Context: an optimization exercise on an open-source flow, tuned for small area. The choices shown serve that exercise and are no tape-out recipe.
The RTL was checked by simulation tests, not by an equivalence proof against the original design.
Power and IR drop assume default switching activity.

==> design/flow/design.v <==
package register_file_pkg;
  localparam int RF_N_REGS = 32;
  localparam int RF_DATA_W = 32;
  localparam int RF_ADRS_W = (RF_N_REGS > 1) ? $clog2(RF_N_REGS) : 1;
  localparam int RF_HCYCL = 5;
endpackage
module register_file_rd_port
#(
  parameter int N_REGS = register_file_pkg::RF_N_REGS,
  parameter int DATA_W = register_file_pkg::RF_DATA_W,
  parameter int ADRS_W = register_file_pkg::RF_ADRS_W
) (
  input  logic [ADRS_W-1:0]        rd_adrs,
  input  logic [N_REGS*DATA_W-1:0] regs_flat,
  output logic [DATA_W-1:0]        q
);
  logic [N_REGS-1:0] w_hit;
  logic [DATA_W-1:0] w_q;
  genvar gi;
  generate
    for (gi = 0; gi < N_REGS; gi++) begin : g_hit
      assign w_hit[gi] = (rd_adrs == ADRS_W'(gi));
    end
  endgenerate
  always_comb begin
    w_q = '0;
    for (int i = 0; i < N_REGS; i++) begin
      w_q = w_q | ({DATA_W{w_hit[i]}} & regs_flat[i*DATA_W +: DATA_W]);
    end
  end
  assign q = w_q;
endmodule
module register_file
#(
  parameter int N_REGS = register_file_pkg::RF_N_REGS,
  parameter int DATA_W = register_file_pkg::RF_DATA_W,
  parameter int ADRS_W = register_file_pkg::RF_ADRS_W
) (
  input  logic              clk_cpu,
  input  logic              reset,
  input  logic [ADRS_W-1:0] rd_adrs_a,
  input  logic [ADRS_W-1:0] rd_adrs_b,
  input  logic [ADRS_W-1:0] wr_adrs,
  input  logic [DATA_W-1:0] wr_data,
  input  logic              wr_en,
  output logic [DATA_W-1:0] q_a,
  output logic [DATA_W-1:0] q_b
);
  logic [DATA_W-1:0]        r_regs [N_REGS];
  logic [N_REGS*DATA_W-1:0] w_regs_flat;
  always_ff @(posedge clk_cpu or posedge reset) begin
    if (reset) begin
      for (int i = 0; i < N_REGS; i++) begin
        r_regs[i] <= '0;
      end
    end else if (wr_en) begin
      for (int i = 0; i < N_REGS; i++) begin
        if (wr_adrs == ADRS_W'(i)) begin
          r_regs[i] <= wr_data;
        end
      end
    end
  end
  genvar gi;
  generate
    for (gi = 0; gi < N_REGS; gi++) begin : g_flat
      assign w_regs_flat[gi*DATA_W +: DATA_W] = r_regs[gi];
    end
  endgenerate
  register_file_rd_port #(
    .N_REGS (N_REGS),
    .DATA_W (DATA_W),
    .ADRS_W (ADRS_W)
  ) u_rd_port_a (
    .rd_adrs   (rd_adrs_a),
    .regs_flat (w_regs_flat),
    .q         (q_a)
  );
  register_file_rd_port #(
    .N_REGS (N_REGS),
    .DATA_W (DATA_W),
    .ADRS_W (ADRS_W)
  ) u_rd_port_b (
    .rd_adrs   (rd_adrs_b),
    .regs_flat (w_regs_flat),
    .q         (q_b)
  );
endmodule
==> design/flow/run.sh <==
#!/bin/bash
# synth_recipe.tcl (not shown) runs the flow's synth.tcl, then flattens the netlist and writes it again
# the make line also repeats each setting of config.mk as NAME=value (left out here)
make -C /OpenROAD-flow-scripts/flow DESIGN_CONFIG=/design/flow/config.mk WORK_HOME=/design/flow/orfs CLKGATE_MAP_FILE= SYNTH_SCRIPT=/design/flow/synth_recipe.tcl finish
==> design/flow/config.mk <==
export PLATFORM = sky130hd
export DESIGN_NAME = register_file
export DESIGN_NICKNAME = register_file
export VERILOG_FILES = /design/flow/design.v
export SDC_FILE = /design/flow/constraint.sdc
export NUM_CORES = 4
export LEC_CHECK = 0
export CAP_MARGIN = 20
export CORE_MARGIN = 2
export CORE_UTILIZATION = 30
export SLEW_MARGIN = 20
==> design/flow/constraint.sdc <==
create_clock -name core_clock -period 6.0 [get_ports {clk_cpu}]
set_input_delay 1.2000 -clock core_clock [delete_from_list [all_inputs] [get_ports {clk_cpu}]]
set_output_delay 1.2000 -clock core_clock [all_outputs]
set_load 0.01 [all_outputs]
==> summary.md <==
| Metric | Value |
|---|---|
| TritonCTS clock tree | `yes` |
| Gate Count Post-Synth | `4480` |
| Number of max-capacitance violations reported | `0` |
| Setup repair after global routing missed its margin | `no` |
| Min-Delay Path Class | `register to register` |
| Detailed-route via count | `44.9k` |
| Number of buffer and inverter instances along the worst setup path | `5` |
| CP endpoint kind | `output port` |
| Fraction of layout instances using a drive strength above 1 | `35.6%` |
| WP data arrival | `4.70 ns` |
| Longest individual stage delay on the worst path | `0.85 ns` |
| Global-route wire length before repair | `340000 um` |
| Number of placed instances, taps included | `6687` |
| Number of rows created at floorplan | `153` |
| Class of the most critical setup path | `primary input to output port` |
| Cell type group with the largest total delay on the critical path | `buffers and inverters` |
| Maximum number of pins on one net before global-route repair | `115` |
| Dpl ws | `0.163 ns` |
| Registers with the highest flip-flop counts | `r_regs x1024` |
| Register with the most flip-flops | `r_regs` |
| Via count of the first global-routing pass | `43.3k` |
| Cell Area, Synth | `52500 um^2` |
| Relative slew margins | `21.2%` |
| Post-Syn Nets | `4530` |
| Worst Setup Slack, final | `0.102 ns` |
| Yosys cell types | `62` |
| Dominant cells by area after synthesis | `sky130_fd_sc_hd__dfrtp_1 (49%), sky130_fd_sc_hd__mux2_2 (22%), sky130_fd_sc_hd__a22oi_1 (7.2%), sky130_fd_sc_hd__nand3_1 (4.4%), sky130_fd_sc_hd__and3_1 (2.5%)` |
| Port Buf Inserts | `113` |
| Post-route insts no fill | `6915` |
| Largest area contributor in the netlist | `sky130_fd_sc_hd__dfrtp_1` |
| Overall Global Routing Usage | `26.6%` |
| Full die area | `178000 um^2` |
| Leakage power | `0.0269 uW` |
| Number of iterations in the first detailed-routing pass | `9` |
| Highest clock frequency the design can meet | `0.170 GHz` |
| Maximum count of clock buffers along a single path | `3` |
| Ys flop type | `sky130_fd_sc_hd__dfrtp_1` |
| Post-place instance area | `57500 um^2` |
| Drt total wl | `245000 um` |
| Run status | `complete, no violations` |
| Per-instance average area after synthesis | `11.7 um^2` |
| Highest ir drop seen on vdd | `0.245 mV` |
| Worst setup skew after layout | `0 ns` |
| Hold Vio Cnt, Final | `0` |
| Setup-violating endpoint count in the final report | `0` |
| Routability cong. | `0.990` |
| Total clock buffers created by CTS | `113` |
| Final-report max-slew violation count | `0` |
| Total congestion overflow after global routing | `0` |
| Count of flip-flops with a built-in enable after synthesis | `0` |
| Crit-path slowest cell | `sky130_fd_sc_hd__a2111oi_0` |
| Kind of start point of the critical path | `primary input` |
| Number of setup buffers added after CTS | `0` |
| Finished Cell Area | `61500 um^2` |
| Synthesis-to-layout area growth | `17.2%` |
| HPWL after DPL | `155000 um` |
| Number of filler instances in the final layout | `17.2k` |
| Clock latency reported for the late side of the worst-skew pair | `0.74 ns` |
| Clock-pin slew on the worst setup and hold paths | `0.06 ns` |
| Core ar. | `174000 um^2` |
| Antenna violations before repair | `21` |
| Starting density of the core | `30.2%` |
| Overall die height | `422 um` |
| DRC violation count after routing | `0` |
| Sink count of the clock tree | `1024` |
| CTS resizes | `0` |
| Horizontal die dimension | `422 um` |
| Fraction of the cycle the final worst path needs | `98.3%` |
| Required arrival time at the worst endpoint | `4.80 ns` |
| Highest-count cells in the layout ignoring fill and taps | `sky130_fd_sc_hd__mux2_2 (1028), sky130_fd_sc_hd__dfrtp_1 (1024), sky130_fd_sc_hd__a22oi_1 (503), sky130_fd_sc_hd__nand3_1 (453), sky130_fd_sc_hd__and3_1 (206)` |
| Crit path cell chain | `clkdlybuf4s50_1, buf_12, nand3b_1, buf_4, nor2b_4, buf_12, a2111oi_0, nand3_1, or4_1, clkdlybuf4s50_1` |
| Slew at the pin closest to its max-slew limit | `1.18 ns` |
| Post-detailed-route wirelength per cell | `35.4 um` |
| Clock root buffer | `sky130_fd_sc_hd__clkbuf_16` |
| Synthesis warning total | `3` |
| Starting DRT DRC Count | `7224` |
| Shortest period the worst path allows | `5.90 ns` |
| Flip-flop count of the largest register after layout | `1024` |
| Cell area power density | `328 nW/um^2` |
| Number of nets with antenna violations after detailed routing | `0` |
| DR vias/cell | `6.49` |
| Sequential fraction of the synthesis area | `48.8%` |
| Proportion of synthesized flip-flops having asynchronous set or reset | `100%` |
| Share of the synthesized area in the top cell type | `48.8%` |
| Maximum fanout encountered on the critical timing path | `28` |
| H-Tree Depth | `3` |
| Number of synthesized register bits | `1024` |
| Most common cell after layout, fill and taps aside | `sky130_fd_sc_hd__mux2_2` |
| CTS hold repair buffers | `0` |
| I/O pin cnt | `114` |
| Net count, final | `4528` |
==> logic make-up after synthesis <==
kind of cell	Yosys count	synth area share (%)
compound gates	736	11.4
buf+inv	499	3.90
flops	1024	48.8
mux	1115	23.8
simple gates	1106	12.1
==> Yosys cell counts, types with 12 or more instances <==
library cell / n
sky130_fd_sc_hd__and2_1: 42
sky130_fd_sc_hd__buf_1: 84
sky130_fd_sc_hd__a32oi_1: 15
sky130_fd_sc_hd__mux2_2: 1028
sky130_fd_sc_hd__a22o_1: 28
sky130_fd_sc_hd__buf_6: 13
sky130_fd_sc_hd__a2111oi_0: 35
sky130_fd_sc_hd__nor2_1: 22
sky130_fd_sc_hd__a21oi_1: 12
sky130_fd_sc_hd__and4_1: 24
sky130_fd_sc_hd__nand2_1: 50
sky130_fd_sc_hd__mux2i_1: 67
sky130_fd_sc_hd__a222oi_1: 32
sky130_fd_sc_hd__or4_1: 41
sky130_fd_sc_hd__a2111oi_2: 26
sky130_fd_sc_hd__nand3_1: 457
sky130_fd_sc_hd__clkbuf_1: 344
sky130_fd_sc_hd__a211oi_1: 21
sky130_fd_sc_hd__and3_1: 207
sky130_fd_sc_hd__nor2b_1: 13
sky130_fd_sc_hd__dfrtp_1: 1024
sky130_fd_sc_hd__nor4_1: 25
sky130_fd_sc_hd__buf_2: 44
sky130_fd_sc_hd__o22ai_1: 30
sky130_fd_sc_hd__mux2_1: 20
sky130_fd_sc_hd__nand4_1: 162
sky130_fd_sc_hd__a22oi_1: 503
==> power by group <==
| part | total [uW] | switching (uW) | internal [uW] |
|---|---|---|---|
| clock network | 7510 | 3120 | 4390 |
| registers | 9580 | 1320 | 8260 |
| logic | 3050 | 1470 | 1580 |
| total | 20100 | 5910 | 14200 |
==> layer usage <==
layer  track usage (%)  share of wire [%]
met5                 0              0.015
met1              34.2                 38
met4              17.9                7.7
met2              38.1                 42
met3              8.22                 12
==> cell type report <==
cell class                 instances  area (um^2)  share of cell area, %
multi-input combinational       2957        25200                   41.0
sequential                      1024        25600                   41.7
tap                             2325         2910                   4.73
clock buffer                     157         3260                   5.29
inverter                           9         37.5                 0.0610
clock inverter                    53          698                   1.14
antenna                           17         42.5                 0.0692
timing repair buffer             373         3690                   6.01
==> stage by stage <==
step / hold slack, ns / power (uW) / setup TNS [ns] / utilization [%]
3_5_place_dp: 0.507 / 12600 / 0 / 33.1
4_1_cts: 0.522 / 20100 / 0 / 35.4
2_1_floorplan: 0.478 / 11100 / -9537.47 / -
6_report: 0.522 / 20100 / 0 / 35.4
3_3_place_gp: 0.503 / 12500 / 0 / 33.1
5_1_grt: 0.536 / 20700 / 0 / 35.4
==> final timing paths <==
path | to | depth (start not counted) | from | slack [ns]
min in group asynchronous | r_regs[13][29] | 2 | reset | 1.02
min reg2reg | r_regs[18][12] | 1 | r_regs[18][12] | 0.52
max | q_b[3] | 10 | rd_adrs_b[2] | 0.10
min | r_regs[18][12] | 1 | r_regs[18][12] | 0.52
max in group asynchronous | r_regs[27][16] | 4 | reset | 3.63
max reg2reg | r_regs[10][30] | 1 | r_regs[10][30] | 5.11

[separate check: timing with driven ports]
How much do the figures lean on ideal ports? The routed layout below was timed once more, with nothing changed but the port constraints. Step 1 assumes that a clkbuf_16 drives the clock port and a buf_2 every other input. Step 2 moves the port delays by t, midway between the first and last clock arrival at a register: inputs arrive t later, outputs are due t later. That takes back most of the time a late clock gives input paths. Slacks: no drivers / after step 1 / after step 2; pairs: no drivers / after step 1.
t (ns): 0.835
setup WS [ns]: 0.102 / 0.048 / 0.048
latest minus earliest clock arrival (ns): 0.044 / 0.044
worst register clock-pin slew, ns: 0.07 / 0.07
After both steps setup and hold are still met in this run. The setup slack of this run moves by -0.054 ns with the drivers and by -0.054 ns with both steps.
